This is an optimization exercise on Yosys and OpenROAD, whose aim is small area, a short achievable clock period and few clock cycles per item, not a production implementation.
The RTL was checked by simulation tests, not by an equivalence proof against the original design.
Power and IR drop assume default switching activity.

===== flow/flow/run.sh =====
#!/bin/bash
# Standard ORFS flow, except that the S-box flip-flops are pre-placed in a
# snake of rows before global placement (fixed during global placement, then
# released for resizing and detailed placement).
set -euo pipefail
R=orfs/results/sky130hd/rc4_decrypt/base
NC=${NCOLS:-2}
export BUFFER_PORTS_ARGS="-buffer_cell sky130_fd_sc_hd__buf_4"
bash standard.sh synth floorplan > flow_synth_floorplan.log 2>&1
cp $R/2_floorplan.odb $R/2_floorplan_std.odb
ODB_IN=$R/2_floorplan_std.odb ODB_OUT=$R/2_floorplan.odb MODE=fix NCOLS=$NC \
  openroad -no_init -exit flow/place_sbox.tcl > place_sbox_fix.log 2>&1
bash standard.sh $PWD/$R/3_3_place_gp.odb > flow_place_gp.log 2>&1
cp $R/3_3_place_gp.odb $R/3_3_place_gp_fixed.odb
ODB_IN=$R/3_3_place_gp_fixed.odb ODB_OUT=$R/3_3_place_gp.odb MODE=unfix \
  openroad -no_init -exit flow/place_sbox.tcl > place_sbox_unfix.log 2>&1
bash standard.sh > flow_finish.log 2>&1

===== flow/flow/place_sbox.tcl =====
# Pre-place the S-box flip-flops P[8p+b] (entry p, bit b).
# Entries run in a snake down and up NC columns, one entry per row, so that
# entry p+1 (which shifts into entry p) sits in the next row and bit b of
# every entry of a column lines up at the same x.
# Environment: ODB_IN, ODB_OUT, MODE (fix | unfix), NCOLS
read_db $::env(ODB_IN)
set block [ord::get_db_block]

proc inst_bit {name} {
  if {[regexp {^P\\\[([0-9]+)\\\]} $name -> n]} { return $n }
  return -1
}

set flops [dict create]
foreach inst [$block getInsts] {
  set n [inst_bit [$inst getName]]
  if {$n >= 0} { dict set flops $n $inst }
}
puts "S-box flops found: [dict size $flops]"

if {$::env(MODE) == "unfix"} {
  dict for {n inst} $flops { $inst setPlacementStatus "PLACED" }
  write_db $::env(ODB_OUT)
  exit
}

set rowl {}
foreach r [$block getRows] { lappend rowl [list [[$r getBBox] yMin] $r] }
set rowl [lsort -integer -index 0 $rowl]
set nrows [llength $rowl]
set r0 [lindex $rowl 0 1]
set sw [[$r0 getSite] getWidth]
set core_x0 [[$r0 getBBox] xMin]
set core_x1 [[$r0 getBBox] xMax]

# occupied intervals per row (tap cells)
set occ [dict create]
foreach inst [$block getInsts] {
  set st [$inst getPlacementStatus]
  if {$st == "NONE" || $st == "UNPLACED"} continue
  if {[inst_bit [$inst getName]] >= 0} continue
  set bb [$inst getBBox]
  dict lappend occ [$bb yMin] [list [$bb xMin] [$bb xMax]]
}

set NC $::env(NCOLS)
set EPC [expr {(256 + $NC - 1) / $NC}]
set roff [expr {($nrows - $EPC) / 2}]
set cw [expr {(($core_x1 - $core_x0) / $NC / $sw) * $sw}]
set bp [expr {(($cw / 8) / $sw) * $sw}]
puts "rows $nrows columns $NC entries/column $EPC first row $roff column [expr {$cw/1000.0}] um bit pitch [expr {$bp/1000.0}] um"
if {$roff < 0} { error "not enough rows" }

foreach n [lsort -integer [dict keys $flops]] {
  set inst [dict get $flops $n]
  set p [expr {$n / 8}]
  set b [expr {$n % 8}]
  set c [expr {$p / $EPC}]
  set m [expr {$p % $EPC}]
  if {$c % 2} { set m [expr {$EPC - 1 - $m}] }
  set row [lindex $rowl [expr {$roff + $m}] 1]
  set y [[$row getBBox] yMin]
  set w [[$inst getMaster] getWidth]
  set x [expr {$core_x0 + $c * $cw + $b * $bp + (($bp - $w) / 2 / $sw) * $sw}]
  set moved 1
  while {$moved} {
    set moved 0
    if {[dict exists $occ $y]} {
      foreach iv [dict get $occ $y] {
        lassign $iv a e
        if {$x < $e && $x + $w > $a} {
          set x [expr {$e + (($e - $core_x0) % $sw == 0 ? 0 : $sw - ($e - $core_x0) % $sw)}]
          set moved 1
        }
      }
    }
  }
  $inst setOrient [$row getOrient]
  $inst setLocation $x $y
  $inst setPlacementStatus "FIRM"
  dict lappend occ $y [list $x [expr {$x + $w}]]
}
write_db $::env(ODB_OUT)

===== flow/standard.sh =====
#!/bin/bash
# synth_recipe.tcl (not shown) runs the flow's synth.tcl, then flattens the netlist and writes it again
# the make line also repeats each setting of config.mk as NAME=value (left out here)
make -C /OpenROAD-flow-scripts/flow DESIGN_CONFIG=/design/flow/config.mk WORK_HOME=/design/flow/orfs CLKGATE_MAP_FILE= SYNTH_SCRIPT=/design/flow/synth_recipe.tcl "${@:-finish}"

===== flow/config.mk =====
export PLATFORM = sky130hd
export DESIGN_NAME = rc4_decrypt
export DESIGN_NICKNAME = rc4_decrypt
export VERILOG_FILES = /design/flow/design.v
export SDC_FILE = /design/flow/constraint.sdc
export NUM_CORES = 4
export LEC_CHECK = 0
export CAP_MARGIN = 20
export CORE_MARGIN = 2
export CORE_UTILIZATION = 40
export SETUP_SLACK_MARGIN = 5
export SLEW_MARGIN = 20
export SYNTH_HIERARCHICAL = 1
export SYNTH_MINIMUM_KEEP_SIZE = 0

===== flow/constraint.sdc =====
create_clock -name core_clock -period 8.0 [get_ports {clk}]
set_input_delay 1.6000 -clock core_clock [delete_from_list [all_inputs] [get_ports {clk}]]
set_output_delay 1.6000 -clock core_clock [all_outputs]
set_load 0.01 [all_outputs]

===== flow/design.v =====
package rc4_pkg;
    typedef logic [8-1:0]  byte_t;
    typedef logic [8-1:0] sbox_addr_t;
    typedef logic [5-1:0]  msg_addr_t;
    typedef logic [24-1:0]   key_t;
    typedef struct packed {
        logic       en;
        logic       we;      
        sbox_addr_t addr;
        byte_t      wdata;
    } sbox_req_t;
    typedef struct packed {
        logic       start;
        sbox_addr_t addr_i;
        sbox_addr_t addr_j;
    } swap_cmd_t;
    typedef struct packed {
        logic  done;
        byte_t si;
        byte_t sj;
    } swap_rsp_t;
    typedef struct packed {
        logic      valid;
        msg_addr_t addr;
        byte_t     data;
    } result_wr_t;
    typedef enum logic [1:0] {
        PH_IDLE,
        PH_INIT,
        PH_KEYSCHED,
        PH_DECRYPT
    } phase_t;
    typedef enum logic [2:0] {
        SW_IDLE,
        SW_RD_I,
        SW_RD_J,
        SW_CAP_J,
        SW_WR_I,
        SW_WR_J,
        SW_DONE
    } swap_state_t;
    typedef enum logic [2:0] {
        KS_IDLE,
        KS_READ,
        KS_ADD,
        KS_SWAP,
        KS_WAIT_SWAP,
        KS_DONE
    } ksa_state_t;
    typedef enum logic [3:0] {
        DC_IDLE,
        DC_READ_I,
        DC_ADD_J,
        DC_SWAP,
        DC_WAIT_SWAP,
        DC_READ_K,
        DC_WAIT_K,
        DC_WRITE,
        DC_DONE
    } dec_state_t;
endpackage
`timescale 1ns/10ps
module rc4_bc0 (
    input  logic s1,
    input  logic s0,
    input  logic a,
    input  logic b,
    output logic y
);
    assign y = (s1 & a) | (s0 & b);
endmodule
module rc4_bc1 (
    input  logic init,
    input  logic s1,
    input  logic s0,
    input  logic a,
    input  logic b,
    output logic y
);
    assign y = init | (s1 & a) | (s0 & b);
endmodule
module rc4_rd8 (
    input  logic [7:0] s,
    input  logic [7:0] d,
    output logic       y
);
    assign y = |(s & d);
endmodule
module rc4_nand2 (
    input  logic a,
    input  logic b,
    output logic y
);
    assign y = !(a & b);
endmodule
module rc4_nor2 (
    input  logic a,
    input  logic b,
    output logic y
);
    assign y = !(a | b);
endmodule
module rc4_add8 (
    input  logic [7:0] a,
    input  logic [7:0] b,
    output logic [7:0] y
);
    assign y = a + b;
endmodule
module rc4_rdtree (
    input  logic [255:0]  sel,
    input  logic [2047:0] d,
    input  logic [7:0]    orin,
    output logic [7:0]    y
);
    genvar b, k;
    generate
        for (b = 0; b < 8; b++) begin : g_bit
            logic [31:0] l1;     
            logic [15:0] l2;     
            logic [7:0]  l3;     
            logic [3:0]  l4;     
            logic [1:0]  l5;     
            for (k = 0; k < 32; k++) begin : g_l1
                rc4_rd8 u (.s(sel[8*k +: 8]),
                           .d({d[8*(8*k+7) + b], d[8*(8*k+6) + b], d[8*(8*k+5) + b], d[8*(8*k+4) + b],
                               d[8*(8*k+3) + b], d[8*(8*k+2) + b], d[8*(8*k+1) + b], d[8*(8*k) + b]}),
                           .y(l1[k]));
            end
            for (k = 0; k < 16; k++) begin : g_l2
                rc4_nor2 u (.a(l1[2*k]), .b(l1[2*k+1]), .y(l2[k]));
            end
            for (k = 0; k < 8; k++) begin : g_l3
                rc4_nand2 u (.a(l2[2*k]), .b(l2[2*k+1]), .y(l3[k]));
            end
            for (k = 0; k < 4; k++) begin : g_l4
                rc4_nor2 u (.a(l3[2*k]), .b(l3[2*k+1]), .y(l4[k]));
            end
            for (k = 0; k < 2; k++) begin : g_l5
                rc4_nand2 u (.a(l4[2*k]), .b(l4[2*k+1]), .y(l5[k]));
            end
            assign y[b] = l5[0] | l5[1] | orin[b];
        end
    endgenerate
endmodule
`timescale 1ns/10ps
module rc4_decrypt (
    input  logic                clk,
    input  logic                reset,
    input  logic                start,
    input  logic [23:0]         secret_key,
    input  logic [7:0]          rom_data,
    output logic [4:0]          rom_addr,
    output logic                result_valid,
    output logic [4:0]          result_addr,
    output logic [7:0]          result_data,
    output logic                data_invalid,
    output logic                done
);
    localparam int LAST = 294;
    logic        busy;
    logic [8:0]  cnt;
    logic        init;       
    logic        z;          
    logic        go;         
    logic        res_en;     
    logic        init_next;
    assign go = (!busy || done) ? start : 1'b1;
    assign init_next = !go || (busy && !done && cnt == LAST - 1);
    always_ff @(posedge clk or posedge reset) begin
        if (reset) begin
            busy   <= 1'b0;
            cnt    <= '0;
            init   <= 1'b1;
            z      <= 1'b1;
            done   <= 1'b0;
            res_en <= 1'b0;
        end else begin
            busy   <= go;
            cnt    <= (!busy || done) ? {8'd0, start} : cnt + 9'd1;
            init   <= init_next;
            z      <= !go || (busy && !done && (cnt == 256 || cnt == LAST - 1));
            done   <= busy && !done && cnt == LAST - 1;
            res_en <= busy && !done && cnt >= 261 && cnt <= 292;
        end
    end
    logic [23:0] kr;
    logic [7:0]  kop;
    logic [7:0]  mneg;       
    always_ff @(posedge clk) begin
        if (init) begin
            kr   <= secret_key;
            kop  <= secret_key[23:16];
            mneg <= 8'hff;
        end else begin
            kr   <= {kr[15:0], kr[23:16]};
            kop  <= (cnt >= 9'd256) ? 8'hff : kr[15:8] - 8'd1;
            mneg <= mneg - 8'd1;
        end
    end
    logic [2047:0] P;
    logic [7:0]    d;
    logic [15:0]   plo, phi;     
    logic [255:0]  sel;          
    logic [255:0]  shf;          
    logic [7:0] s_fwd, xo, ko, cs_s, cs_c, dsum;
    logic       dz, m0, m1;
    assign dz    = plo[0] & phi[0];
    assign m0    = dz & !z;
    assign m1    = !dz & !z;
    assign s_fwd = ({8{m0}} & P[7:0]) | ({8{m1}} & P[15:8]);
    assign xo    = z ? 8'd0 : d;
    assign ko    = kop | {8{z}};
    assign cs_s  = xo ^ ko ^ s_fwd;
    assign cs_c  = {(xo[6:0] & ko[6:0]) | (xo[6:0] & s_fwd[6:0]) | (ko[6:0] & s_fwd[6:0]), 1'b0};
    rc4_add8 u_add (.a(cs_s), .b(cs_c), .y(dsum));
    always_ff @(posedge clk) begin
        d <= dsum;
        for (int k = 0; k < 16; k++) begin
            plo[k] <= (dsum[3:0] == k[3:0]) && !init_next;
            phi[k] <= (dsum[7:4] == k[3:0]);
        end
    end
    genvar p, b;
    generate
        for (p = 0; p < 256; p++) begin : g_sel
            assign sel[p] = phi[p >> 4] & plo[p & 15];
            assign shf[p] = !(sel[p] | init);
        end
    endgenerate
    logic [7:0]    rd;
    logic [2047:0] rd_in;
    assign rd_in = {P[7:0], P[2047:8]};      
    rc4_rdtree u_rd (.sel(sel), .d(rd_in), .orin({{7{init}}, 1'b0}), .y(rd));
    logic [7:0] pa;
    always_ff @(posedge clk) begin
        if (init)        pa <= 8'hff;
        else if (sel[0]) pa <= P[7:0];
        else             pa <= P[15:8];
    end
    logic [2039:0] P_next;
    generate
        for (p = 0; p < 255; p++) begin : g_ent
            for (b = 0; b < 8; b++) begin : g_bit
                if ((((p + 255) & 255) >> b) & 1) begin : g_one
                    rc4_bc1 u (.init(init), .s1(sel[p]), .s0(shf[p]), .a(pa[b]),
                               .b(P[8*(p+1) + b]), .y(P_next[8*p + b]));
                end else begin : g_zero
                    rc4_bc0 u (.s1(sel[p]), .s0(shf[p]), .a(pa[b]),
                               .b(P[8*(p+1) + b]), .y(P_next[8*p + b]));
                end
            end
        end
    endgenerate
    always_ff @(posedge clk) begin
        P[2039:0]    <= P_next;
        P[2047:2040] <= rd;
    end
    logic [7:0]   a_reg, b_reg, tp_next, ks, ks_rd;
    logic [15:0]  tlo, thi;
    logic [255:0] sel2;
    logic         fi, fj;
    assign tp_next = a_reg + P[2047:2040];
    always_ff @(posedge clk) begin
        a_reg <= P[7:0] + mneg;
        b_reg <= P[7:0];
        for (int k = 0; k < 16; k++) begin
            tlo[k] <= (tp_next[3:0] == k[3:0]);
            thi[k] <= (tp_next[7:4] == k[3:0]);
        end
        fi    <= (tp_next == 8'hff);
        fj    <= (tp_next == d);
    end
    generate
        for (p = 0; p < 256; p++) begin : g_sel2
            assign sel2[p] = thi[p >> 4] & tlo[p & 15];
        end
    endgenerate
    rc4_rdtree u_ks (.sel(sel2), .d(P), .orin(8'd0), .y(ks_rd));
    always_ff @(posedge clk) begin
        if (fi)      ks <= b_reg;
        else if (fj) ks <= P[2047:2040];
        else         ks <= ks_rd;
    end
    logic [7:0] rom_q, plain;
    logic       bad;
    assign plain = rom_q ^ ks;
    assign bad   = !((plain == 8'd32) || (plain >= 8'd97 && plain <= 8'd122));
    always_ff @(posedge clk) begin
        rom_q <= rom_data;
    end
    always_ff @(posedge clk or posedge reset) begin
        if (reset) begin
            rom_addr     <= '0;
            result_valid <= 1'b0;
            result_addr  <= '0;
            result_data  <= '0;
            data_invalid <= 1'b0;
        end else begin
            rom_addr     <= init ? 5'd29 : rom_addr + 5'd1;
            result_valid <= res_en;
            result_addr  <= rom_addr - 5'd2;
            result_data  <= plain;
            if (res_en)    data_invalid <= data_invalid | bad;
            else if (init) data_invalid <= 1'b0;
        end
    end
endmodule

==> flow_summary.ini, run 1 <==
[status]
status = complete, no violations

[critical_path]
worstPathArrival_ns = 3.84
endpoint_kind = flip-flop
crit_family = simple AND/OR/NAND/NOR gates
critPathMaxFanout = 17
crit_chain = buf_4 > and2_2 > a22oi_1 > nand4_1 > nor2_1 > nand2_1 > nor2_1 > nand2_1 > or3_1
slowest_delay_ns = 0.59
cp_slowest_cell = dfxtp_1
startpoint_type = flip-flop
critical_path_class = flip-flop to flip-flop
crit_required_ns = 8.71
crit_buf_inv = 1

[timing]
rsz0062_at_grt = true
relSlewSlack_pct = 15.3
layout_min_cycle_time_ns = 3.13
maxSlewViolCount = 0
tightest_slew_ns = 1.27
timing.fmax_mhz = 320
period_share_pct = 39.1
fin_ws_ns = 4.87
finalHoldViolCount = 0
tns_ns = 0
fin_worst_skew_ns = 0.0268
setup_viol = 0

[clocking]
htree_levels = 4
clkSinkCount = 2236
cts_tree = done
clockBufferDepth = 3
root_buffer = clkbuf_16
cts-buffers-inserted = 218
path_clk_slew_ns = 0.06
clock_latency_ns = 0.88
ctsHoldBuffers = 0

[floorplan]
row_count = 176
dieArea_sq_um = 235000
die_x_um = 485
die_h_um = 485
initial_core_util_pct = 40.2
core_area_sq_um = 230000
num_io_pins = 56

[placed_design]
dpl.hpwl_um = 276000
gp_congestion = 1.02
place_ws_ns = 3.96
io_buffers = 55

[power_and_ir_drop]
power_density_nw_per_um2 = 372
peakVddDrop_mv = 0.266
leakagePower_nw = 41.3

[final_layout]
finish.utilization_pct = 45.8
num-nets-final = 9040
largest_reg_flops = 2048
multiInputGateArea_sq_um = 47500
drive_above_1_share_pct = 8.11
ff_latch_area_sq_um = 45000
top_regs = P (2048), kr (24)
area_growth_pct = 13.9
fillers = 20600
regMostFlops = P

[synthesis]
syn_area_sq_um = 92400
synth_compound_gate_area_share_pct = 38.0
synth_seq_cells = 2236
synthCells = 8698
yosys_most_used_dff = dfxtp_1
ys_seq_area_share_pct = 48.7
synth_top_cell_area_share_pct = 47.7
synth_area_per_cell_sq_um = 10.6
netlist_top_cells_area = dfxtp_1 48%, a22oi_1 17%, a221o_1 11%, a22o_1 9.7%, nand4_1 3.5%
synth_fa_ha_area_share_pct = 0.610
synth_simple_gate_area_share_pct = 11.2
async_flop_share_pct = 1.52
synth_top_family_by_area = compound AO/OA/AOI/OAI gates
yosysMostFrequentCell = dfxtp_1
synth_xor_area_share_pct = 0.569
synth.area.mux_share_pct = 0.381
ys_warn_count = 7
synth_common_cells = 2202 x dfxtp_1, 2048 x a22oi_1, 1023 x a22o_1, 1017 x a221o_1, 658 x nor2_1
synth_cell_type_count = 57
synth-edff-count = 0
yosysTopAreaCell = dfxtp_1

[worst_hold_path]
worstHoldPathType = flip-flop to flip-flop

[global_route]
antenna_found_initial = 4
grt-ovfl-total = 0
grt_max_degree = 224
grt_use_total_pct = 29.4
grt_pass1_vias = 77300
grt_pass1_wl_um = 528000

[detailed_routing]
vias_per_cell = 7.39
first_pass_iters = 12
drt_iter0_drc = 18900
routed_wl_um = 368000
vias = 90000
wl_per_cell_um = 30.2
drc = 0
drtAntennaViolNets = 0

[run]
drv_cap = 0
## per-layer routing
metal	vias up	global-route usage (%)	wire length [um]
li1	37500	-	-
met1	42200	46.6	157000
met2	9331	30.9	116000
met3	924	15.9	79900
met4	12	9.44	14300
met5	-	0.837	479
## path summary, 6_finish.rpt
check                                           endpoint        startpoint  cells past startpoint  slack, ns
worst max-delay path                     P[2042]$_DFF_P_    plo[1]$_DFF_P_                      9       4.87
worst min-delay path              result_valid$_DFF_PP0_  res_en$_DFF_PP0_                      0       0.41
worst max register to register           P[2042]$_DFF_P_    plo[1]$_DFF_P_                      9       4.87
worst min register to register    result_valid$_DFF_PP0_  res_en$_DFF_PP0_                      0       0.41
max in group asynchronous          rom_addr[0]$_DFF_PP0_             reset                      3       6.78
min in group asynchronous       result_data[5]$_DFF_PP0_             reset                      3       0.83
## layout by cell type, fill, tap and decap left out, drive strengths merged, types with 33 or more instances in the layout
cell	netlist	final
a221o	1017	1017
nor2	658	658
clkinv	1	45
a22o	1023	1023
buf	9	151
nand4	515	515
a22oi	2048	2048
dfxtp	2202	2202
o21ai	33	33
and2	513	513
inv	27	35
nand2	220	220
clkbuf	103	326
## cells by family after synthesis
kind of cell | count (synthesis)
XOR/XNOR | 60
adder cells (fa/ha/maj) | 39
multiplexers | 33
flip-flops | 2236
AO/OA/AOI/OAI | 4177
other | 1
AND/OR/NAND/NOR | 2012
buffers and inverters | 140
## report_power, final
group	leakage (nW)	internal [mW]	total (mW)	switching (mW)
sequential	18.8	15.2	19.5	4.32
clock	3.65	6.15	10.6	4.41
combinational	18.8	4.25	9.06	4.82
## modules after synthesis (local to each module, per instance)
module / cells inside / times used / cell area (sq um) / flops+latches
rc4_decrypt: 3560 / 1 / 52400 / 2236
rc4_nand2: 1 / 160 / 3.75 / 0
rc4_bc1: 1 / 1017 / 10.0 / 0
rc4_add8: 42 / 1 / 332 / 0
rc4_rd8: 5 / 512 / 36.3 / 0
rc4_nor2: 1 / 320 / 3.75 / 0
rc4_bc0: 1 / 1023 / 8.76 / 0
rc4_rdtree: 8 / 2 / 50.0 / 0
## metrics by stage
stage | hold slack, ns | area (sq um) | power, mW | cells
6_report | 0.407 | 105000 | 39.1 | 12200
5_1_grt | 0.421 | 105000 | 40.4 | 12200
4_1_cts | 0.407 | 105000 | 38.0 | 12200
3_5_place_dp | 0.392 | 96800 | 27.3 | 11700
3_3_place_gp | 0.372 | 96800 | 27.5 | 11700
2_1_floorplan | 0.354 | 92400 | 23.4 | 8707
## final cells by class
cell class	count	share of cell area, %
antenna	9	0.0214
sequential	2236	42.8
inverter	28	0.0999
timing repair buffer	151	1.25
multi-input combinational	6331	45.2
clock buffer	326	6.19
tap	3026	3.60
clock inverter	75	0.859
## what timing repair did
| item | CTS | global route |
|---|---|---|
| endpoints found under the setup margin | 69 | 663 |
| resized for setup | 124 | 137 |
| pin swaps | 4 | 15 |
| cloned | 0 | 0 |
| buffers inserted | 12 | 16 |
Testbench counts, summed over its fixed seeds: cycles 18,816, messages 64.
==> inputs of run 2 (changes only) <==
--- a/flow/design.v
+++ b/flow/design.v
@@ -173,14 +173,12 @@
             cnt    <= '0;
             init   <= 1'b1;
             z      <= 1'b1;
-            done   <= 1'b0;
             res_en <= 1'b0;
         end else begin
             busy   <= go;
             cnt    <= (!busy || done) ? {8'd0, start} : cnt + 9'd1;
             init   <= init_next;
             z      <= !go || (busy && !done && (cnt == 256 || cnt == LAST - 1));
-            done   <= busy && !done && cnt == LAST - 1;
             res_en <= busy && !done && cnt >= 261 && cnt <= 292;
         end
     end
@@ -289,20 +287,12 @@
     always_ff @(posedge clk) begin
         rom_q <= rom_data;
     end
-    always_ff @(posedge clk or posedge reset) begin
-        if (reset) begin
-            rom_addr     <= '0;
-            result_valid <= 1'b0;
-            result_addr  <= '0;
-            result_data  <= '0;
-            data_invalid <= 1'b0;
-        end else begin
-            rom_addr     <= init ? 5'd29 : rom_addr + 5'd1;
-            result_valid <= res_en;
-            result_addr  <= rom_addr - 5'd2;
-            result_data  <= plain;
-            if (res_en)    data_invalid <= data_invalid | bad;
-            else if (init) data_invalid <= 1'b0;
-        end
+    always_ff @(posedge clk) begin
+        rom_addr     <= init ? 5'd29 : rom_addr + 5'd1;
+        result_valid <= res_en;
+        result_addr  <= rom_addr - 5'd2;
+        result_data  <= plain;
+        done         <= busy && !done && cnt == LAST - 1;
+        data_invalid <= (data_invalid & !init) | (res_en & bad);
     end
 endmodule
--- a/flow/config.mk
+++ b/flow/config.mk
@@ -8,6 +8,8 @@
 export CAP_MARGIN = 20
 export CORE_MARGIN = 2
 export CORE_UTILIZATION = 40
+export CTS_CLUSTER_DIAMETER = 80
+export CTS_CLUSTER_SIZE = 30
 export SETUP_SLACK_MARGIN = 5
 export SLEW_MARGIN = 20
 export SYNTH_HIERARCHICAL = 1
==> flow_summary.ini, run 2 <==
[status]
status = complete, no violations

[critical_path]
cp_slowest_cell = or3_4
startpoint_type = flip-flop
r2r_end = ks[5]$_DFF_P_
crit_required_ns = 8.67
r2r_start = tlo[15]$_DFF_P_
worstPathArrival_ns = 3.80
critical_path_class = flip-flop to flip-flop
slowest_delay_ns = 0.45
critPathMaxFanout = 9
endpoint_kind = flip-flop
crit_chain = buf_4 > and2_1 > a22oi_1 > nand4_1 > nor2_1 > nand2_1 > nor2_2 > nand2_2 > or3_4 > mux2i_1 > o21ai_0
r2r_setup_slack_ns = 4.87
r2r_cells = 11

[final_layout]
drive_above_1_share_pct = 6.81
largest_reg_flops = 2048
ff_latch_area_sq_um = 44900
multiInputGateArea_sq_um = 47600
layout_common_cells = 2182 x dfxtp_1, 2048 x a22oi_1, 1023 x a22o_1
area_growth_pct = 9.95
regMostFlops = P
top_regs = P (2048), kr (24)
num-nets-final = 8921
layout_commonest_cell = dfxtp_1
fillers = 20900

[floorplan]
die_x_um = 484
row_count = 176
core_area_sq_um = 230000
die_h_um = 484
num_io_pins = 56
initial_core_util_pct = 40.2
dieArea_sq_um = 235000

[timing]
relSlewSlack_pct = 20.0
timing.fmax_mhz = 319
period_share_pct = 39.1
fin_ws_ns = 4.87
tns_ns = 0
rsz0062_at_grt = true
layout_min_cycle_time_ns = 3.13
setup_viol = 0
tightest_slew_ns = 1.20
maxSlewViolCount = 0
finalHoldViolCount = 0
fin_worst_skew_ns = 0.0315

[synthesis]
ys_warn_count = 7
ys_seq_area_share_pct = 48.6
synth_top_family_by_area = compound AO/OA/AOI/OAI gates
synthCells = 8698
yosysMostFrequentCell = dfxtp_1
synth_seq_cells = 2236
async_flop_share_pct = 0.581
synth-edff-count = 0
synth_compound_gate_area_share_pct = 38.0
synth_simple_gate_area_share_pct = 11.3
netlist_top_cells_area = dfxtp_1 48%, a22oi_1 17%, a221o_1 11%, a22o_1 9.7%, nand4_1 3.5%
synth_top_cell_area_share_pct = 48.2
synth_common_cells = 2223 x dfxtp_1, 2048 x a22oi_1, 1023 x a22o_1, 1017 x a221o_1, 647 x nor2_1
synth_area_per_cell_sq_um = 10.6
synth_xor_area_share_pct = 0.571
syn_area_sq_um = 92300
synth.area.mux_share_pct = 0.381
synth_fa_ha_area_share_pct = 0.610
synth_cell_type_count = 60
yosys_most_used_dff = dfxtp_1
yosysTopAreaCell = dfxtp_1

[power_and_ir_drop]
power_density_nw_per_um2 = 357
peakVddDrop_mv = 0.235
leakagePower_nw = 38.1

[clocking]
clock_latency_ns = 0.83
root_buffer = clkbuf_16
path_clk_slew_ns = 0.11
htree_levels = 3
clkSinkCount = 2236
cts_tree = done
clockBufferDepth = 3
cts-buffers-inserted = 107

[detailed_routing]
drt_iter0_drc = 19200
vias_per_cell = 7.39
drtAntennaViolNets = 0
routed_wl_um = 363000
first_pass_iters = 9
drc = 0
vias = 88400
wl_per_cell_um = 30.4

[worst_hold_path]
hold_path_end = result_addr[0]$_DFF_P_
worstHoldStart = rom_addr[0]$_SDFF_PP1_
worstHoldPathType = flip-flop to flip-flop
hold_path_depth = 0

[global_route]
grt_use_total_pct = 28.9
grt_pass1_wl_um = 519000
grt_pass1_vias = 75700
antenna_found_initial = 12
grt_max_degree = 240
grt-ovfl-total = 0

[placed_design]
place_ws_ns = 4.01
dpl.hpwl_um = 276000
io_buffers = 55
gp_congestion = 1.01

[run]
drv_cap = 0
-- run 2: what timing repair did --
item	4_1_cts	5_1_grt
hold buffers	0	0
pin swaps	4	10
resized for setup	126	153
gates cloned	0	1
setup buffers	5	14
endpoints found under the setup margin	240	928
-- run 2: cell type report --
class                           instances  share of cell area (%)
Antenna cell                            8                  0.0197
Clock buffer                          111                    2.68
Clock inverter                         77                    1.12
Inverter                               35                   0.129
Multi-Input combinational cell       6321                    46.9
Sequential cell                      2236                    44.3
Tap cell                             3026                    3.73
Timing Repair Buffer                  146                    1.20
-- run 2: metrics by stage --
step	util (%)	power, mW	cells	instance area (sq um)	hold WS, ns
floorplan	-	24.4	8707	92400	0.347
global placement	42.1	28.5	11700	96700	0.414
detailed placement	42.1	28.2	11700	96700	0.416
CTS	44.0	35.4	11900	101000	0.409
global route	44.2	37.6	12000	102000	0.426
finish	44.2	36.2	12000	102000	0.407
-- run 2: cell families after synthesis --
family                   after synthesis
AO/OA/AOI/OAI                       4169
XOR/XNOR                              58
adder cells (fa/ha/maj)               39
buffers and inverters                150
flip-flops                          2236
multiplexers                          33
other                                  1
AND/OR/NAND/NOR                     2012
-- run 2: per-module statistics from Yosys (local to each module, per instance) --
module       flops+latches  times used  cells
rc4_add8                 0           1     42
rc4_bc0                  0        1023      1
rc4_bc1                  0        1017      1
rc4_decrypt           2236           1   3560
rc4_nand2                0         160      1
rc4_nor2                 0         320      1
rc4_rd8                  0         512      5
rc4_rdtree               0           2      8
-- run 2: layer usage --
| metal | vias to the layer above | global-route usage, % | wire [um] |
|---|---|---|---|
| li1 | 37200 | - | - |
| met1 | 41200 | 46.3 | 156000 |
| met2 | 9252 | 30.3 | 115000 |
| met3 | 763 | 15.3 | 78800 |
| met4 | 4 | 8.50 | 13200 |
| met5 | - | 0.714 | 217 |
-- run 2: worst max path at each step --
stage                           end  depth (start not counted)             from  slack [ns]
floorplan           P[1536]$_DFF_P_                          5   init$_DFF_PP1_        1.77
finish                ks[5]$_DFF_P_                         11  tlo[15]$_DFF_P_        4.87
CTS                   ks[7]$_DFF_P_                         11   tlo[6]$_DFF_P_        5.00
global placement    phi[12]$_DFF_P_                         10   phi[0]$_DFF_P_        4.11
global route         phi[0]$_DFF_P_                         11      z$_DFF_PP1_        4.91
detailed placement  phi[12]$_DFF_P_                         10   phi[0]$_DFF_P_        4.01
-- run 2: critical path, delay by kind of cell (launching register included) --
kind / cells / cell delay [ns]
flip-flops: 1 / 0.44
multiplexers: 1 / 0.13
AND/OR/NAND/NOR: 7 / 1.76
AO/OA/AOI/OAI: 2 / 0.38
buffers and inverters: 1 / 0.26
-- run 2: power by group --
part           internal, mW  total [mW]  leakage, nW  switching [mW]
sequential             15.5        20.1         18.7            4.61
clock                  2.98        6.98         1.87            3.99
combinational          4.42        9.12         17.6            4.70
Testbench counts of run 2, summed over its fixed seeds: cycles 18,816, messages 64.
==> inputs of run 3 (changes only) <==
--- a/flow/design.v
+++ b/flow/design.v
@@ -79,6 +79,14 @@
 );
     assign y = init | (s1 & a) | (s0 & b);
 endmodule
+module rc4_entsel (
+    input  logic hi,
+    input  logic lo,
+    input  logic init,
+    output logic s0
+);
+    assign s0 = !((hi & lo) | init);
+endmodule
 module rc4_rd8 (
     input  logic [7:0] s,
     input  logic [7:0] d,
@@ -223,7 +231,7 @@
     generate
         for (p = 0; p < 256; p++) begin : g_sel
             assign sel[p] = phi[p >> 4] & plo[p & 15];
-            assign shf[p] = !(sel[p] | init);
+            rc4_entsel u_es (.hi(phi[p >> 4]), .lo(plo[p & 15]), .init(init), .s0(shf[p]));
         end
     endgenerate
     logic [7:0]    rd;
--- a/flow/config.mk
+++ b/flow/config.mk
@@ -7,10 +7,10 @@
 export LEC_CHECK = 0
 export CAP_MARGIN = 20
 export CORE_MARGIN = 2
-export CORE_UTILIZATION = 40
+export CORE_UTILIZATION = 50
 export CTS_CLUSTER_DIAMETER = 80
 export CTS_CLUSTER_SIZE = 30
 export SETUP_SLACK_MARGIN = 5
-export SLEW_MARGIN = 20
+export SLEW_MARGIN = 40
 export SYNTH_HIERARCHICAL = 1
 export SYNTH_MINIMUM_KEEP_SIZE = 0
==> flow_summary.ini, run 3 <==
[status]
status = complete, no violations

[synthesis]
synth-edff-count = 0
netlist_top_cells_area = dfxtp_1 48%, a22oi_1 16%, a221o_1 11%, a22o_1 9.6%, nand4_1 3.4%
yosys_most_used_dff = dfxtp_1
synthCells = 8670
synth_top_cell_area_share_pct = 47.6
async_flop_share_pct = 0.581
yosysMostFrequentCell = dfxtp_1
ys_warn_count = 7
syn_area_sq_um = 93500
synth_common_cells = 2223 x dfxtp_1, 2048 x a22oi_1, 1023 x a22o_1, 1017 x a221o_1, 514 x nand4_1
yosysTopAreaCell = dfxtp_1
ys_seq_area_share_pct = 47.9
synth_seq_cells = 2236
synth_cell_type_count = 62
synth_area_per_cell_sq_um = 10.8

[clocking]
path_clk_slew_ns = 0.11
cts-buffers-inserted = 112
ctsHoldBuffers = 0
root_buffer = clkbuf_16
clockBufferDepth = 3
htree_levels = 3
cts_tree = done
clkSinkCount = 2236
clock_latency_ns = 0.82

[detailed_routing]
routed_wl_um = 365000
drt_iter0_drc = 20200
first_pass_iters = 10
vias_per_cell = 7.85
vias = 89900
drc = 0
drtAntennaViolNets = 0
wl_per_cell_um = 31.9

[critical_path]
critPathMaxFanout = 6
crit_required_ns = 8.72
cp_slowest_cell = fa_1
r2r_end = phi[14]$_DFF_P_
critical_path_class = flip-flop to flip-flop
worstPathArrival_ns = 3.88
startpoint_type = flip-flop
crit_chain = buf_12 > buf_16 > nand2_8 > mux2i_4 > nor2_2 > fa_1 > inv_2 > fa_2 > nor2b_4 > o21ai_0 > a21oi_4 > nand2b_4 > nor2_1
cp.depth = 13
endpoint_kind = flip-flop
r2r_start = plo[0]$_DFF_P_
crit_buf_inv = 3
crit_family = adder cells
r2r_setup_slack_ns = 4.83
r2r_cells = 13
slowest_delay_ns = 0.56

[timing]
timing.fmax_mhz = 316
tns_ns = 0
tightest_slew_ns = 0.965
period_share_pct = 39.6
relSlewSlack_pct = 35.7
finalHoldViolCount = 0
maxSlewViolCount = 0
fin_worst_skew_ns = 0.0440
setup_viol = 0
layout_min_cycle_time_ns = 3.17
rsz0062_at_grt = true

[power_and_ir_drop]
leakagePower_nw = 38.6
peakVddDrop_mv = 0.393
power_density_nw_per_um2 = 360

[placed_design]
dpl.hpwl_um = 271000
io_buffers = 55
dpl_cell_area_sq_um = 97500
gp_congestion = 1.03

[floorplan]
core_area_sq_um = 186000
die_h_um = 436
die_x_um = 436
dieArea_sq_um = 190000
row_count = 158
initial_core_util_pct = 50.4
num_io_pins = 56

[final_layout]
area_growth_pct = 10.1
post-route-cell-area_sq_um = 103000
fillers = 15400
top_regs = P (2048), kr (24)
layout_common_cells = 2173 x dfxtp_1, 2048 x a22oi_1, 1023 x a22o_1
num-nets-final = 8945
regMostFlops = P
layout_commonest_cell = dfxtp_1
largest_reg_flops = 2048
drive_above_1_share_pct = 10.6

[global_route]
antenna_found_initial = 5
grt_pass1_vias = 78200
grt-ovfl-total = 0
grt_use_total_pct = 36.0
grt_pass1_wl_um = 529000
grt_max_degree = 232

[worst_hold_path]
worstHoldPathType = flip-flop to flip-flop
worstHoldStart = res_en$_DFF_PP0_
hold_path_end = result_valid$_DFF_P_
hold_path_depth = 0

[run]
drv_cap = 0
run 3: worst max path at each step:
stage / from / end / slack (ns)
finish: plo[0]$_DFF_P_ / phi[14]$_DFF_P_ / 4.83
floorplan: init$_DFF_PP1_ / kr[14]$_DFF_P_ / 0.12
CTS: plo[0]$_DFF_P_ / phi[11]$_DFF_P_ / 4.94
global placement: phi[0]$_DFF_P_ / phi[3]$_DFF_P_ / 3.70
detailed placement: plo[0]$_DFF_P_ / phi[3]$_DFF_P_ / 3.94
global route: plo[0]$_DFF_P_ / phi[14]$_DFF_P_ / 4.78
run 3: modules after synthesis, one instance, submodules excluded, a selection:
module,copies in the design,flip-flops and latches
rc4_decrypt,1,2236
rc4_nor2,320,0
rc4_rdtree,2,0
rc4_bc1,1017,0
rc4_bc0,1023,0
rc4_entsel,255,0
run 3: cell families (layout without fill, tap and decap cells):
group | after synthesis | in the layout | share of synthesized area, %
adders and majority gates | 39 | 39 | 0.602
DFF | 2236 | 2236 | 47.9
AOI/OAI and AO/OA | 4423 | 4423 | 39.9
muxes | 33 | 33 | 0.376
and+or+nand+nor | 1757 | 1758 | 10.1
buffers and inverters | 122 | 402 | 0.500
xor gates and xnor gates | 59 | 59 | 0.573
other | 1 | 24 | 0.00401
run 3: report_power, final:
| group | leakage, nW | internal (mW) | switching, mW |
|---|---|---|---|
| Combinational | 17.9 | 4.83 | 5.19 |
| Sequential | 18.7 | 15.5 | 4.37 |
| Clock | 1.96 | 2.95 | 4.19 |
run 3: layer usage:
metal	GRT usage [%]	up-vias	part of all wire (%)
li1	-	37600	-
met1	56.5	42500	42
met2	39.6	9116	33
met3	19.7	653	22
met4	9.88	4	3.1
met5	0.202	-	0.0074
run 3: area by class of cell:
type	instances	area [sq um]	share of cell area [%]
antenna	14	35.0	0.0340
clock buffer	121	2920	2.84
clock inverter	82	1140	1.11
inverter	34	128	0.124
multi-input combinational	6322	49000	47.6
sequential	2236	45000	43.7
tap	2480	3100	3.02
timing repair buffer	165	1650	1.60
run 3: worst reg2reg max path, delay by kind of cell (launching register included):
family / cells / cell delay (ns)
AND/OR/NAND/NOR: 5 / 0.63
multiplexers: 1 / 0.28
adder cells (fa/ha/maj): 2 / 0.98
AO/OA/AOI/OAI: 2 / 0.53
flip-flops: 1 / 0.35
buffers and inverters: 3 / 0.32
run 3: stage by stage:
| stage | power, mW | hold WS [ns] | utilization (%) | instances | worst slack (ns) |
|---|---|---|---|---|---|
| 2_1_floorplan | 24.6 | 0.341 | - | 8679 | 0.124 |
| 3_3_place_gp | 28.3 | 0.367 | 52.5 | 11200 | 3.70 |
| 3_5_place_dp | 28.2 | 0.366 | 52.5 | 11200 | 3.94 |
| 4_1_cts | 35.8 | 0.394 | 55.1 | 11400 | 4.94 |
| 5_1_grt | 38.4 | 0.407 | 55.4 | 11400 | 4.78 |
| 6_report | 37.0 | 0.398 | 55.4 | 11500 | 4.83 |
run 3: what timing repair did:
| item | in CTS | in global routing |
|---|---|---|
| buffers inserted | 17 | 12 |
| resized for setup | 171 | 145 |
| endpoints found under the setup margin | 678 | 426 |
| hold endpoints to repair | 0 | 0 |
| pin swaps | 11 | 14 |
| gates cloned | 1 | 1 |
Testbench counts of run 3, summed over its fixed seeds: cycles 18,816, messages 64.
==> inputs of run 4 (changes only) <==
--- a/flow/design.v
+++ b/flow/design.v
@@ -79,14 +79,6 @@
 );
     assign y = init | (s1 & a) | (s0 & b);
 endmodule
-module rc4_entsel (
-    input  logic hi,
-    input  logic lo,
-    input  logic init,
-    output logic s0
-);
-    assign s0 = !((hi & lo) | init);
-endmodule
 module rc4_rd8 (
     input  logic [7:0] s,
     input  logic [7:0] d,
@@ -101,6 +93,20 @@
 );
     assign y = !(a & b);
 endmodule
+module rc4_nor3 (
+    input  logic a,
+    input  logic b,
+    input  logic c,
+    output logic y
+);
+    assign y = !(a | b | c);
+endmodule
+module rc4_nand4 (
+    input  logic [3:0] a,
+    output logic       y
+);
+    assign y = !(&a);
+endmodule
 module rc4_nor2 (
     input  logic a,
     input  logic b,
@@ -128,7 +134,6 @@
             logic [15:0] l2;     
             logic [7:0]  l3;     
             logic [3:0]  l4;     
-            logic [1:0]  l5;     
             for (k = 0; k < 32; k++) begin : g_l1
                 rc4_rd8 u (.s(sel[8*k +: 8]),
                            .d({d[8*(8*k+7) + b], d[8*(8*k+6) + b], d[8*(8*k+5) + b], d[8*(8*k+4) + b],
@@ -141,13 +146,11 @@
             for (k = 0; k < 8; k++) begin : g_l3
                 rc4_nand2 u (.a(l2[2*k]), .b(l2[2*k+1]), .y(l3[k]));
             end
-            for (k = 0; k < 4; k++) begin : g_l4
+            rc4_nor3 u_l4 (.a(l3[0]), .b(l3[1]), .c(orin[b]), .y(l4[0]));
+            for (k = 1; k < 4; k++) begin : g_l4
                 rc4_nor2 u (.a(l3[2*k]), .b(l3[2*k+1]), .y(l4[k]));
             end
-            for (k = 0; k < 2; k++) begin : g_l5
-                rc4_nand2 u (.a(l4[2*k]), .b(l4[2*k+1]), .y(l5[k]));
-            end
-            assign y[b] = l5[0] | l5[1] | orin[b];
+            rc4_nand4 u_l5 (.a(l4), .y(y[b]));
         end
     endgenerate
 endmodule
@@ -231,7 +234,7 @@
     generate
         for (p = 0; p < 256; p++) begin : g_sel
             assign sel[p] = phi[p >> 4] & plo[p & 15];
-            rc4_entsel u_es (.hi(phi[p >> 4]), .lo(plo[p & 15]), .init(init), .s0(shf[p]));
+            assign shf[p] = !(sel[p] | init);
         end
     endgenerate
     logic [7:0]    rd;
--- a/flow/config.mk
+++ b/flow/config.mk
@@ -7,10 +7,10 @@
 export LEC_CHECK = 0
 export CAP_MARGIN = 20
 export CORE_MARGIN = 2
-export CORE_UTILIZATION = 50
+export CORE_UTILIZATION = 55
 export CTS_CLUSTER_DIAMETER = 80
 export CTS_CLUSTER_SIZE = 30
 export SETUP_SLACK_MARGIN = 5
-export SLEW_MARGIN = 40
+export SLEW_MARGIN = 20
 export SYNTH_HIERARCHICAL = 1
 export SYNTH_MINIMUM_KEEP_SIZE = 0
==> flow_summary.ini, run 4 <==
[status]
status = complete, no violations

[run]
drv_cap = 0

[timing]
tightest_slew_ns = 1.18
finalHoldViolCount = 0
fin_worst_skew_ns = 0.0447
period_share_pct = 40.1
rsz0062_at_grt = true
maxSlewViolCount = 0
relSlewSlack_pct = 20.9
tns_ns = 0
layout_min_cycle_time_ns = 3.21
timing.fmax_mhz = 312
setup_viol = 0

[critical_path]
cp_slowest_cell = nor3_2
r2r_cells = 8
critPathMaxFanout = 17
worstPathArrival_ns = 3.76
r2r_end = P[2044]$_DFF_P_
slowest_delay_ns = 0.69
crit_required_ns = 8.55
cpMostUsedCell = nand4_1
r2r_setup_slack_ns = 4.79
critical_path_class = flip-flop to flip-flop
r2r_start = plo[12]$_DFF_P_
endpoint_kind = flip-flop
startpoint_type = flip-flop
crit_chain = buf_4 > and2_1 > a22oi_1 > nand4_1 > nor2_1 > nand2_1 > nor3_2 > nand4_1

[global_route]
grt-ovfl-total = 0
grt_pass1_vias = 77300
grt_use_total_pct = 40.0
grt_pass1_wl_um = 523000
grt_max_degree = 218
antenna_found_initial = 5

[power_and_ir_drop]
power_density_nw_per_um2 = 359
peakVddDrop_mv = 0.325
leakagePower_nw = 38.0

[floorplan]
die_x_um = 413
num_io_pins = 56
row_count = 150
core_area_sq_um = 167000
die_h_um = 413
dieArea_sq_um = 171000
initial_core_util_pct = 55.2

[final_layout]
multiInputGateArea_sq_um = 47400
ff_latch_area_sq_um = 44900
layout_common_cells = 2200 x dfxtp_1, 2048 x a22oi_1, 1024 x a22o_1
largest_reg_flops = 2048
finish.utilization_pct = 60.1
fillers = 13500
regMostFlops = P
area_growth_pct = 8.77
top_regs = P (2048), kr (24)
drive_above_1_share_pct = 5.95
layout_commonest_cell = dfxtp_1
num-nets-final = 8897

[synthesis]
async_flop_share_pct = 0.581
synth_common_cells = 2223 x dfxtp_1, 2048 x a22oi_1, 1024 x a22o_1, 1017 x a221o_1, 640 x nor2_1
ys_seq_area_share_pct = 48.6
synth_area_per_cell_sq_um = 10.7
netlist_top_cells_area = dfxtp_1 48%, a22oi_1 17%, a221o_1 11%, a22o_1 9.7%, nand4_1 3.6%
yosys_most_used_dff = dfxtp_1
synth_top_cell_area_share_pct = 48.3
syn_area_sq_um = 92200
ys_warn_count = 7
synth_seq_cells = 2236
synthCells = 8649
synth-edff-count = 0
yosysMostFrequentCell = dfxtp_1
yosysTopAreaCell = dfxtp_1
synth_cell_type_count = 64

[placed_design]
dpl.hpwl_um = 266000
gp_congestion = 1.02
io_buffers = 55

[worst_hold_path]
worstHoldPathType = flip-flop to flip-flop
hold_path_depth = 0
worstHoldStart = rom_addr[0]$_SDFF_PP1_
hold_path_end = result_addr[0]$_DFF_P_

[clocking]
clkSinkCount = 2236
ctsHoldBuffers = 0
path_clk_slew_ns = 0.11
cts_tree = done
root_buffer = clkbuf_16
cts-buffers-inserted = 103
htree_levels = 3
clock_latency_ns = 0.80
clockBufferDepth = 3

[detailed_routing]
drtAntennaViolNets = 0
drc = 0
drt_iter0_drc = 19400
vias_per_cell = 8.07
vias = 89700
wl_per_cell_um = 32.3
first_pass_iters = 10
routed_wl_um = 359000
==> run 4: stage by stage <==
stage          hold WS [ns]  total power [mW]  setup slack (ns)  cells  area [sq um]
2_1_floorplan         0.348              24.3              1.48   8658         92200
3_3_place_gp          0.416              28.1              4.20  10900         95800
3_5_place_dp          0.422              28.0              4.04  10900         95800
4_1_cts               0.417              35.0              5.00  11100         99800
5_1_grt               0.436              37.2              4.96  11100        100000
6_report              0.423              36.0              4.79  11100        100000
==> run 4: kinds of logic after synthesis <==
logic type | Yosys count | share of synthesized area, %
compound gates | 4167 | 38.0
mux | 33 | 0.381
other cells | 1 | 0.00407
xor+xnor | 57 | 0.558
simple gates | 1975 | 11.2
buf+inv | 141 | 0.589
flops | 2236 | 48.6
fa+ha+maj | 39 | 0.611
==> run 4: critical path, delay by kind of cell (launching register included) <==
kind	cells	cell delay, ns
DFF	1	0.37
AOI/OAI and AO/OA	1	0.33
and+or+nand+nor	6	2.00
buffers and inverters	1	0.23
==> run 4: where the power goes <==
group | total [mW] | switching, mW | internal [mW] | leakage, nW
clock | 6.65 | 3.91 | 2.74 | 1.72
sequential | 19.9 | 4.41 | 15.5 | 18.7
combinational | 9.40 | 4.89 | 4.51 | 17.6
==> run 4: layout make-up <==
| class | count | area share [%] |
|---|---|---|
| Timing Repair Buffer | 170 | 1.49 |
| Clock inverter | 62 | 0.839 |
| Clock buffer | 113 | 2.68 |
| Antenna cell | 19 | 0.0474 |
| Inverter | 31 | 0.116 |
| Tap cell | 2204 | 2.75 |
| Sequential cell | 2236 | 44.8 |
| Multi-Input combinational cell | 6281 | 47.3 |
==> run 4: worst max path at each step <==
stage | start | end | slack (ns) | cells after the start
after floorplan | init$_DFF_PP1_ | P[384]$_DFF_P_ | 1.48 | 5
after detailed placement | phi[0]$_DFF_P_ | phi[1]$_DFF_P_ | 4.04 | 11
final | plo[12]$_DFF_P_ | P[2044]$_DFF_P_ | 4.79 | 8
after global placement | phi[0]$_DFF_P_ | phi[1]$_DFF_P_ | 4.20 | 11
after CTS | z$_DFF_PP1_ | phi[3]$_DFF_P_ | 5.00 | 10
after global routing | phi[0]$_DFF_P_ | phi[8]$_DFF_P_ | 4.96 | 12
==> run 4: modules after synthesis, one instance, submodules excluded, excerpt <==
module / times used / cell area [sq um] / flip-flops and latches
rc4_decrypt: 1 / 52200 / 2236
rc4_nor3: 16 / 10.0 / 0
rc4_nand4: 16 / 6.26 / 0
rc4_rd8: 512 / 36.3 / 0
rc4_nand2: 128 / 3.75 / 0
rc4_bc1: 1017 / 10.0 / 0
rc4_nor2: 304 / 3.75 / 0
rc4_add8: 1 / 332 / 0
rc4_bc0: 1023 / 8.76 / 0
==> run 4: per-layer routing <==
layer / wire [um] / part of all wire [%] / GRT usage [%]
met4: 12700 / 3.5 / 10.9
met2: 119000 / 33 / 44.2
met1: 148000 / 41 / 63.2
met3: 79700 / 22 / 21.1
met5: 13 / 0.0036 / 0.0848
==> run 4: what timing repair did <==
action	in CTS	in global routing
setup endpoints to repair	303	70
pin swaps	14	20
buffers inserted	11	6
resized for setup	82	124
cloned	1	1
Testbench counts of run 4, summed over its fixed seeds: cycles 18,816, messages 64.
==> inputs of run 5 (changes only) <==
--- a/flow/design.v
+++ b/flow/design.v
@@ -193,17 +193,19 @@
             res_en <= busy && !done && cnt >= 261 && cnt <= 292;
         end
     end
-    logic [23:0] kr;
+    logic [2:0]  c3;
     logic [7:0]  kop;
+    logic [7:0]  kbyte;
     logic [7:0]  mneg;       
+    assign kbyte = c3[0] ? secret_key[23:16] : (c3[1] ? secret_key[15:8] : secret_key[7:0]);
     always_ff @(posedge clk) begin
         if (init) begin
-            kr   <= secret_key;
+            c3   <= 3'b010;
             kop  <= secret_key[23:16];
             mneg <= 8'hff;
         end else begin
-            kr   <= {kr[15:0], kr[23:16]};
-            kop  <= (cnt >= 9'd256) ? 8'hff : kr[15:8] - 8'd1;
+            c3   <= {c3[1:0], c3[2]};
+            kop  <= (cnt >= 9'd256) ? 8'hff : kbyte - 8'd1;
             mneg <= mneg - 8'd1;
         end
     end
@@ -212,17 +214,16 @@
     logic [15:0]   plo, phi;     
     logic [255:0]  sel;          
     logic [255:0]  shf;          
-    logic [7:0] s_fwd, xo, ko, cs_s, cs_c, dsum;
-    logic       dz, m0, m1;
-    assign dz    = plo[0] & phi[0];
-    assign m0    = dz & !z;
-    assign m1    = !dz & !z;
-    assign s_fwd = ({8{m0}} & P[7:0]) | ({8{m1}} & P[15:8]);
-    assign xo    = z ? 8'd0 : d;
-    assign ko    = kop | {8{z}};
-    assign cs_s  = xo ^ ko ^ s_fwd;
-    assign cs_c  = {(xo[6:0] & ko[6:0]) | (xo[6:0] & s_fwd[6:0]) | (ko[6:0] & s_fwd[6:0]), 1'b0};
-    rc4_add8 u_add (.a(cs_s), .b(cs_c), .y(dsum));
+    logic [7:0] ca_s, ca_c, cb_s, cb_c, suma, sumb, dsum;
+    logic       dz;
+    assign dz   = plo[0] & phi[0];
+    assign ca_s = d ^ kop ^ P[7:0];
+    assign ca_c = {(d[6:0] & kop[6:0]) | (d[6:0] & P[6:0]) | (kop[6:0] & P[6:0]), 1'b0};
+    assign cb_s = d ^ kop ^ P[15:8];
+    assign cb_c = {(d[6:0] & kop[6:0]) | (d[6:0] & P[14:8]) | (kop[6:0] & P[14:8]), 1'b0};
+    rc4_add8 u_adda (.a(ca_s), .b(ca_c), .y(suma));
+    rc4_add8 u_addb (.a(cb_s), .b(cb_c), .y(sumb));
+    assign dsum = z ? 8'hff : (dz ? suma : sumb);
     always_ff @(posedge clk) begin
         d <= dsum;
         for (int k = 0; k < 16; k++) begin
==> flow_summary.ini, run 5 <==
[final_layout]
final_cells = 11200
layout_common_cells = 2165 x dfxtp_1, 2035 x a22oi_1, 1023 x a22o_1
multiInputGateArea_sq_um = 48000
area_growth_pct = 9.66
ff_latch_area_sq_um = 44500
largest_reg_flops = 2048
regMostFlops = P
num-nets-final = 9053
fillers = 13500
finish.utilization_pct = 60.6
layout_commonest_cell = dfxtp_1
drive_above_1_share_pct = 8.27

[placed_design]
io_buffers = 55
dpl.hpwl_um = 278000
dpl.cell_count = 11000
gp_congestion = 1.02
place_ws_ns = 4.32

[status]
status = complete, no violations

[clocking]
cts-buffers-inserted = 98
htree_levels = 3
clockBufferDepth = 3
clkSinkCount = 2215
clock_latency_ns = 0.78
cts_tree = done
root_buffer = clkbuf_16
path_clk_slew_ns = 0.11
ctsHoldBuffers = 0

[timing]
rsz0062_at_grt = true
relSlewSlack_pct = 20.2
maxSlewViolCount = 0
setup_viol = 0
tns_ns = 0
period_share_pct = 41.2
fin_worst_skew_ns = 0.0254
finalHoldViolCount = 0
layout_min_cycle_time_ns = 3.30
fin_ws_ns = 4.70
timing.fmax_mhz = 303
tightest_slew_ns = 1.19

[power_and_ir_drop]
leakagePower_nw = 38.6
finalPower_mw = 35.8
peakVddDrop_mv = 0.398
power_density_nw_per_um2 = 354

[synthesis]
yosysMostFrequentCell = dfxtp_1
async_flop_share_pct = 0.587
ys_warn_count = 7
synth_top_cell_area_share_pct = 47.8
yosys_most_used_dff = dfxtp_1
synth-edff-count = 0
synthCells = 8689
yosysTopAreaCell = dfxtp_1
synth_seq_cells = 2215
netlist_top_cells_area = dfxtp_1 48%, a22oi_1 17%, a221o_1 11%, a22o_1 9.7%, nand4_1 3.6%
synth_common_cells = 2202 x dfxtp_1, 2048 x a22oi_1, 1023 x a22o_1, 1017 x a221o_1, 646 x nor2_1
syn_area_sq_um = 92300
ys_seq_area_share_pct = 48.1
synth_cell_type_count = 64
synth_area_per_cell_sq_um = 10.6

[critical_path]
crit_chain = buf_8 > and2_4 > buf_4 > a22oi_1 > nand4_1 > nor2_1 > nand2_1 > nor2_4 > nand4_1 > mux2i_1 > o21ai_0
startpoint_type = flip-flop
critPathMaxFanout = 17
crit_family = simple AND/OR/NAND/NOR gates
crit_buf_inv = 2
endpoint_kind = flip-flop
cp_slowest_cell = nand4_1
critical_path_class = flip-flop to flip-flop
slowest_delay_ns = 0.54
crit_required_ns = 8.62
cpMostUsedCell = nand4_1
worstPathArrival_ns = 3.92

[global_route]
grt_use_total_pct = 41.2
grt_pass1_wl_um = 536000
grt_max_degree = 198
grt_pass1_vias = 77700
grt-ovfl-total = 0
antenna_found_initial = 10

[detailed_routing]
routed_wl_um = 373000
first_pass_iters = 10
drc = 0
vias = 90600
drtAntennaViolNets = 0
vias_per_cell = 8.06
wl_per_cell_um = 33.2
drt_iter0_drc = 16100

[floorplan]
initial_core_util_pct = 55.3
num_io_pins = 56
core_area_sq_um = 167000
die_h_um = 414
row_count = 150
die_x_um = 414
dieArea_sq_um = 171000

[worst_hold_path]
worstHoldPathType = flip-flop to flip-flop

[run]
drv_cap = 0
-- run 5: cell count changes after synthesis, sizes merged, moves of 8 or more --
cell	before	now
fa	10	18
nor3	40	32
dfxtp	2223	2202
and3	7	18
a21oi	14	23
inv	30	40
nand2	185	176
mux2	17	4
-- run 5: cell families (layout without fill, tap and decap cells) --
| group | count (synthesis) | after routing | share of synthesized area (%) |
|---|---|---|---|
| flip-flops | 2215 | 2215 | 48.1 |
| XOR/XNOR | 64 | 64 | 0.607 |
| adder cells (fa/ha/maj) | 54 | 54 | 0.879 |
| other | 1 | 27 | 0.00406 |
| multiplexers | 19 | 19 | 0.233 |
| buffers and inverters | 155 | 478 | 0.644 |
| AO/OA/AOI/OAI | 4201 | 4201 | 38.2 |
| AND/OR/NAND/NOR | 1980 | 1980 | 11.3 |
-- run 5: what timing repair did --
action / 4_1_cts / 5_1_grt
setup endpoints to repair: 130 / 159
resized for setup: 166 / 275
hold endpoints to repair: 0 / 0
cloned: 0 / 1
pin swaps: 9 / 35
buffers inserted: 1 / 38
-- run 5: metrics by stage --
step	area, sq um	hold slack (ns)
floorplan	92400	0.347
global route	101000	0.419
CTS	100000	0.440
global placement	96500	0.415
finish	101000	0.410
detailed placement	96500	0.423
-- run 5: path summary, 6_finish.rpt --
path                            cells past startpoint  slack (ns)                   start                endpoint
worst max register to register                     11        4.70          tlo[5]$_DFF_P_           ks[7]$_DFF_P_
min in group asynchronous                           2        0.85                   reset        res_en$_DFF_PP0_
max in group asynchronous                           2        6.79                   reset             z$_DFF_PP1_
worst min register to register                      0        0.41  rom_addr[0]$_SDFF_PP1_  result_addr[0]$_DFF_P_
worst min-delay path                                0        0.41  rom_addr[0]$_SDFF_PP1_  result_addr[0]$_DFF_P_
worst max-delay path                               11        4.70          tlo[5]$_DFF_P_           ks[7]$_DFF_P_
-- run 5: area by class of cell --
class	count	area share, %
clock buffers	109	2.55
multi-input cells	6329	47.5
inverters	40	0.152
well taps	2204	2.73
diodes	16	0.0396
clock inverters	49	0.654
repair buffers	280	2.42
flip-flops and latches	2215	44.0
-- run 5: modules after synthesis, one instance, submodules excluded, excerpt --
module,cells,times used
rc4_add8,42,2
rc4_nor3,1,16
rc4_nand2,1,128
rc4_bc0,1,1023
rc4_decrypt,3541,1
rc4_nand4,1,16
rc4_rd8,5,512
rc4_bc1,1,1017
rc4_nor2,1,304
-- run 5: per-layer routing --
layer,share of wire (%),global-route usage [%],up-vias
li1,-,-,37500
met1,42,65.4,42800
met3,22,22.2,714
met5,0.014,0.226,-
met2,33,44.8,9570
met4,3.2,11.2,8
-- run 5: report_power, final --
group	switching [mW]	leakage (nW)	total, mW	internal [mW]
sequential	4.49	18.5	19.9	15.4
combinational	5.15	18.5	9.56	4.41
clock	3.77	1.57	6.34	2.56
total	13.4	38.6	35.8	22.4
Testbench counts of run 5, summed over its fixed seeds: cycles 18,816, messages 64.
==> inputs of run 6 (changes only) <==
--- a/flow/config.mk
+++ b/flow/config.mk
@@ -7,7 +7,7 @@
 export LEC_CHECK = 0
 export CAP_MARGIN = 20
 export CORE_MARGIN = 2
-export CORE_UTILIZATION = 55
+export CORE_UTILIZATION = 62
 export CTS_CLUSTER_DIAMETER = 80
 export CTS_CLUSTER_SIZE = 30
 export SETUP_SLACK_MARGIN = 5
==> flow_summary.ini, run 6 <==
[final_layout]
regMostFlops = P
fillers = 11000
final_cells = 10900
area_growth_pct = 8.46
largest_reg_flops = 2048
num-nets-final = 8976
drive_above_1_share_pct = 7.61
layout_common_cells = 2157 x dfxtp_1, 2048 x a22oi_1, 1023 x a22o_1
layout_commonest_cell = dfxtp_1

[critical_path]
critical_path_class = flip-flop to flip-flop
crit_start = phi[11]$_DFF_P_
r2r_setup_slack_ns = 4.78
crit_chain = and2_2 > a22oi_1 > nand4_1 > nor2_1 > nand2_1 > nor2_4 > nand4_1
critPathMaxFanout = 17
r2r_cells = 7
endpoint_kind = flip-flop
crit_buf_inv = 0
cp_slowest_cell = dfxtp_1
r2r_end = P[2041]$_DFF_P_
startpoint_type = flip-flop
crit_path_end = P[2041]$_DFF_P_
r2r_start = phi[11]$_DFF_P_
slowest_delay_ns = 0.60
crit_required_ns = 8.49
crit_family = simple AND/OR/NAND/NOR gates
worstPathArrival_ns = 3.71
cpMostUsedCell = nand4_1
cp.depth = 7

[placed_design]
gp_congestion = 1.06
dpl.hpwl_um = 287000
io_buffers = 55
dpl.cell_count = 10700
place_ws_ns = 4.33

[power_and_ir_drop]
power_density_nw_per_um2 = 364
leakagePower_nw = 38.2
peakVddDrop_mv = 0.371
finalPower_mw = 36.5

[detailed_routing]
drc = 0
wl_per_cell_um = 35.7
vias_per_cell = 8.43
routed_wl_um = 390000
drtAntennaViolNets = 0
drt_iter0_drc = 18600
vias = 92100
first_pass_iters = 16

[timing]
setup_viol = 0
fin_worst_skew_ns = 0.0334
period_share_pct = 40.3
timing.fmax_mhz = 311
rsz0062_at_grt = true
tns_ns = 0
fin_ws_ns = 4.78
layout_min_cycle_time_ns = 3.22
finalHoldViolCount = 0
maxSlewViolCount = 0
tightest_slew_ns = 1.20
relSlewSlack_pct = 20.1

[clocking]
ctsHoldBuffers = 0
cts_tree = done
clkSinkCount = 2215
path_clk_slew_ns = 0.11
root_buffer = clkbuf_16
clock_latency_ns = 0.80
cts-buffers-inserted = 99
htree_levels = 3
clockBufferDepth = 3

[global_route]
grt_max_degree = 202
grt_pass1_vias = 80400
grt_use_total_pct = 48.7
antenna_found_initial = 26
grt_pass1_wl_um = 559000
grt-ovfl-total = 0

[synthesis]
synth_cell_type_count = 64
synth_seq_cells = 2215
syn_area_sq_um = 92300
yosysMostFrequentCell = dfxtp_1
synth-edff-count = 0
synthCells = 8689
async_flop_share_pct = 0.587
ys_warn_count = 7
synth_area_per_cell_sq_um = 10.6
yosys_most_used_dff = dfxtp_1
ys_seq_area_share_pct = 48.1
netlist_top_cells_area = dfxtp_1 48%, a22oi_1 17%, a221o_1 11%, a22o_1 9.7%, nand4_1 3.6%
synth_top_cell_area_share_pct = 47.8
yosysTopAreaCell = dfxtp_1
synth_common_cells = 2202 x dfxtp_1, 2048 x a22oi_1, 1023 x a22o_1, 1017 x a221o_1, 646 x nor2_1

[floorplan]
core_area_sq_um = 148000
initial_core_util_pct = 62.5
num_io_pins = 56
row_count = 141
die_x_um = 390
dieArea_sq_um = 152000
die_h_um = 390

[status]
status = complete, no violations

[run]
drv_cap = 0

[worst_hold_path]
worstHoldPathType = flip-flop to flip-flop
run 6: cells by family (layout without fill, tap and decap cells):
kind of cell               count (synthesis)  in the layout  synth area share (%)
xor gates and xnor gates                  64             64                 0.607
DFF                                     2215           2215                  48.1
other                                      1             53               0.00406
AOI/OAI and AO/OA                       4201           4201                  38.2
and+or+nand+nor                         1980           1980                  11.3
buffers and inverters                    155            409                 0.644
muxes                                     19             19                 0.233
adders and majority gates                 54             54                 0.879
run 6: worst min path at each step:
stage / from / endpoint / cells past startpoint
detailed placement: rom_q[7]$_DFF_P_ / result_data[7]$_DFF_P_ / 1
finish: rom_q[7]$_DFF_P_ / result_data[7]$_DFF_P_ / 1
CTS: rom_q[7]$_DFF_P_ / result_data[7]$_DFF_P_ / 1
floorplan: res_en$_DFF_PP0_ / result_valid$_DFF_P_ / 0
global route: rom_q[5]$_DFF_P_ / result_data[5]$_DFF_P_ / 1
global placement: mneg[0]$_SDFF_PP1_ / mneg[0]$_SDFF_PP1_ / 1
run 6: cell type report:
type	count	area (sq um)	area share, %
Clock buffer	112	2610	2.61
Inverter	40	154	0.154
Timing Repair Buffer	202	1630	1.63
Sequential cell	2215	44500	44.5
Antenna cell	42	105	0.105
Multi-Input combinational cell	6329	47900	47.8
Tap cell	1930	2410	2.41
Clock inverter	55	759	0.759
run 6: what timing repair did:
action | CTS | global route
pin swaps | 3 | 13
buffers inserted | 5 | 6
cloned | 0 | 0
endpoints found under the setup margin | 334 | 385
resized for setup | 103 | 216
run 6: through the flow:
step | instance area, sq um | hold slack [ns] | util [%]
6_report | 100000 | 0.451 | 67.8
5_1_grt | 100000 | 0.473 | 67.7
4_1_cts | 99500 | 0.454 | 67.4
3_5_place_dp | 95800 | 0.427 | 64.9
3_3_place_gp | 95800 | 0.424 | 64.9
2_1_floorplan | 92400 | 0.347 | -
run 6: worst reg2reg max path, cell delays in order, from the launching register on:
cell and delay (ns):
dfxtp_1 0.60, and2_2 0.59, a22oi_1 0.26, nand4_1 0.16, nor2_1 0.22, nand2_1 0.13, nor2_4 0.40, nand4_1 0.54
run 6: per-layer routing:
metal | part of all wire, % | up-vias | global-route usage [%]
met5 | 0.12 | - | 1.75
met4 | 5.0 | 20 | 20.6
met3 | 22 | 1090 | 25.8
met2 | 35 | 10300 | 57.3
met1 | 38 | 43400 | 71.3
li1 | - | 37300 | -
run 6: where the power goes:
part	internal, mW	switching, mW	total (mW)
Sequential	15.4	4.78	20.2
Combinational	4.37	5.41	9.78
Clock	2.63	3.86	6.50
Total	22.4	14.0	36.5
run 6: per-module statistics from Yosys (local to each module, per instance), a selection:
module / cells / area [sq um] / times used / flip-flops and latches
rc4_bc0: 1 / 8.76 / 1023 / 0
rc4_bc1: 1 / 10.0 / 1017 / 0
rc4_add8: 42 / 332 / 2 / 0
rc4_rd8: 5 / 36.3 / 512 / 0
rc4_nand4: 1 / 6.26 / 16 / 0
rc4_decrypt: 3541 / 52000 / 1 / 2215
rc4_nor2: 1 / 3.75 / 304 / 0
rc4_nand2: 1 / 3.75 / 128 / 0
rc4_nor3: 1 / 10.0 / 16 / 0

-- port drivers added, routing unchanged --
Ports are ideal in the flow. The routed layouts listed here were re-timed in OpenROAD.
Step 1 sets driving cells, clkbuf_16 on the clock port and buf_2 on the other inputs (assumed; they add their load-dependent delay and slew).
Step 2 times the ports against the registers' clock, not the clock port: input delays grow and output delays shrink by t, the midpoint of the rising clock arrivals with the driver on.
Slacks: no drivers / after step 1 / after step 2; pairs: no drivers / after step 1.
| run | t, ns | setup slack, ns | cell pins on the clock port's net |
|---|---|---|---|
| run 1 | 0.949 | 4.874 / 4.874 / 4.874 | 1 |
| run 2 | 0.897 | 4.869 / 4.869 / 4.869 | 1 |
| run 3 | 0.885 | 4.835 / 4.835 / 4.835 | 1 |
| run 4 | 0.871 | 4.793 / 4.793 / 4.793 | 1 |
| run 5 | 0.857 | 4.700 / 4.700 / 4.630 | 1 |
| run 6 | 0.869 | 4.780 / 4.780 / 4.609 | 1 |
After both steps setup and hold are still met in every run listed. The setup slack of run 6, which loses most, moves by 0.000 ns with the drivers and by -0.171 ns with both steps.
